From an optimization exercise on the open Yosys and OpenROAD flow, aimed at small area; shortcuts taken in it are not production practice.
The RTL was checked by simulation tests, not by an equivalence proof against the original design.
Power and IR drop assume default switching activity.

## north
==> flow/design.v (excerpt) <==
module acceptance_temperature_tuner (
    input  logic        i_clk,
    input  logic        i_rst_n,
    input  logic        i_in_valid,
    output logic        o_in_ready,
    input  logic        i_in_kind,
    input  logic [31:0] i_in_start_temp,
    input  logic [16:0] i_in_measured_pct,
    output logic        o_out_valid,
    input  logic        i_out_ready,
    output logic [31:0] o_out_run_temp,
    output logic [31:0] o_out_end_temp,
    output logic [23:0] o_out_run_length,
    output logic [1:0]  o_out_status,
    input  logic        i_cfg_valid,
    output logic        o_cfg_ready,
    input  logic [2:0]  i_cfg_index,
    input  logic [31:0] i_cfg_data
);
For scale: roughly 1200 cells after synthesis.
export LEC_CHECK = 0
export CAP_MARGIN = 20
export CORE_MARGIN = 2
export CORE_UTILIZATION = 60
export CTS_BUF_LIST = sky130_fd_sc_hd__clkbuf_8
export CTS_CLUSTER_DIAMETER = 120
export CTS_CLUSTER_SIZE = 15
export SLEW_MARGIN = 20
create_clock -name core_clock -period 10.0 [get_ports {i_clk}]
standard.sh (not shown) runs the stock make flow with config.mk's settings and CLKGATE_MAP_FILE= SYNTH_SCRIPT=/design/flow/synth_recipe.tcl, a recipe that flattens the netlist after the stock synthesis.
==> flow/flow/run.sh <==
#!/bin/bash
# The standard layout (standard.sh: ORFS synthesis to finish), except that
# the port buffers are made from the smallest buffer cell instead of the
# clkdlybuf4s50_1 that buffer_ports picks by default. Every port still gets a
# buffer. ORFS writes each step's log under orfs/logs; the make output goes
# to standard.log here.
set -o pipefail
export BUFFER_PORTS_ARGS="-buffer_cell sky130_fd_sc_hd__buf_1"
bash standard.sh > standard.log 2>&1
The following lists how south was set up differently from north:
-- flow/config.mk --
<<< north, line 8
export CAP_MARGIN = 20
>>> south, line 8
export CAP_MARGIN = 0
<<< north, line 11
export CTS_BUF_LIST = sky130_fd_sc_hd__clkbuf_8
export CTS_CLUSTER_DIAMETER = 120
export CTS_CLUSTER_SIZE = 15
export SLEW_MARGIN = 20
>>> south, line 11
export CTS_BUF_LIST = sky130_fd_sc_hd__clkbuf_16
export CTS_CLUSTER_DIAMETER = 70
export CTS_CLUSTER_SIZE = 25
export SLEW_MARGIN = 0
Findings:
Reported for north and south, number of failing setup endpoints in the final timing report turned out identical to the last digit. Sort north and south by number of clock buffers in the layout asc -> top: south. The flip-flop and latch share of the layout cell area in south sits 0.75 points below the value recorded for north. Against north as the reference, south delivers a higher total power. south ended with less part of the cycle the worst path needs than north. On post-synthesis to final-layout area growth: south sits above north. north and south ended up with roughly the same final worst hold slack.
> inputs changed (south -> east)
-- flow/config.mk --
<<< south, line 8
export CAP_MARGIN = 0
>>> east, line 8
export CAP_MARGIN = 20
<<< south, line 10
export CORE_UTILIZATION = 60
export CTS_BUF_LIST = sky130_fd_sc_hd__clkbuf_16
export CTS_CLUSTER_DIAMETER = 70
export CTS_CLUSTER_SIZE = 25
export SLEW_MARGIN = 0
>>> east, line 10
export CORE_UTILIZATION = 70
export CTS_BUF_LIST = sky130_fd_sc_hd__clkbuf_8
export CTS_CLUSTER_DIAMETER = 120
export CTS_CLUSTER_SIZE = 15
export SLEW_MARGIN = 20
Findings:
Higher met2 routing resource usage after global routing was reported by east, not south.
Diff south -> east | area of the core region | down by more than 10%
Diff south -> east: logic gate share of total power shows an increase of 2.0 points, cell depth of the worst min-delay path level, fmax shows an increase of 1.9 MHz.

* * *

acceptance_temperature_tuner again, from the RTL that the note above started with.
==> flow/config.mk <==
export PLATFORM = sky130hd
export DESIGN_NAME = acceptance_temperature_tuner
export DESIGN_NICKNAME = acceptance_temperature_tuner
export VERILOG_FILES = /design/flow/design.v
export SDC_FILE = /design/flow/constraint.sdc
export NUM_CORES = 4
export LEC_CHECK = 0
export CAP_MARGIN = 20
export CORE_MARGIN = 2
export CORE_UTILIZATION = 75
export CTS_BUF_LIST = sky130_fd_sc_hd__clkbuf_8
export CTS_CLUSTER_DIAMETER = 120
export CTS_CLUSTER_SIZE = 16
export SLEW_MARGIN = 20
==> flow/constraint.sdc <==
create_clock -name core_clock -period 10.0 [get_ports {i_clk}]
set_input_delay 2.0000 -clock core_clock [delete_from_list [all_inputs] [get_ports {i_clk}]]
set_output_delay 2.0000 -clock core_clock [all_outputs]
set_load 0.01 [all_outputs]
Scripts as last shown in full above: flow/flow/run.sh
The baseline went through all stages and came out clean.
Edit:
CORE_UTILIZATION = 60   (was 75)
CTS_BUF_LIST = sky130_fd_sc_hd__clkbuf_16   (was sky130_fd_sc_hd__clkbuf_8)
CTS_CLUSTER_DIAMETER = 70   (was 120)
CTS_CLUSTER_SIZE = 25   (was 16)
The new run completed without violations; register-to-register slack loses 240 ps; core utilization went down by 15 points; wire length went up by 2.2%; clock skew went down by 12 ps; sequential power stays flat.

-- afterwards: timing with drivers on the ports --
No port has a modelled driver above. Below, the same layouts with a new extraction and two added sets of constraints. Step 1 assumes that a clkbuf_16 drives the clock port and a buf_2 every other input. Step 2, shift: input delay + t, output delay - t, t = (earliest + latest rising clock arrival at the registers) / 2. This alone moves slack from input paths to output paths. Slacks: no drivers / after step 1 / after step 2; pairs: no drivers / after step 1.
| run | t, ns | setup slack, ns | slew at the worst register clock pin (ns) | worst data-port slew with drivers (ns) |
|---|---|---|---|---|
| north | 0.650 | 1.124 / 1.124 / 1.124 | 0.11 / 0.11 | 0.06 |
| south | 0.583 | 1.147 / 1.147 / 1.147 | 0.10 / 0.10 | 0.07 |
| east | 0.631 | 1.291 / 1.291 / 1.291 | 0.11 / 0.11 | 0.07 |
| the first run of note 2 | 0.620 | 1.382 / 1.382 / 1.382 | 0.12 / 0.12 | 0.06 |
| the second run of note 2 | 0.583 | 1.147 / 1.147 / 1.147 | 0.10 / 0.10 | 0.07 |
After both steps every run listed still meets setup and hold.
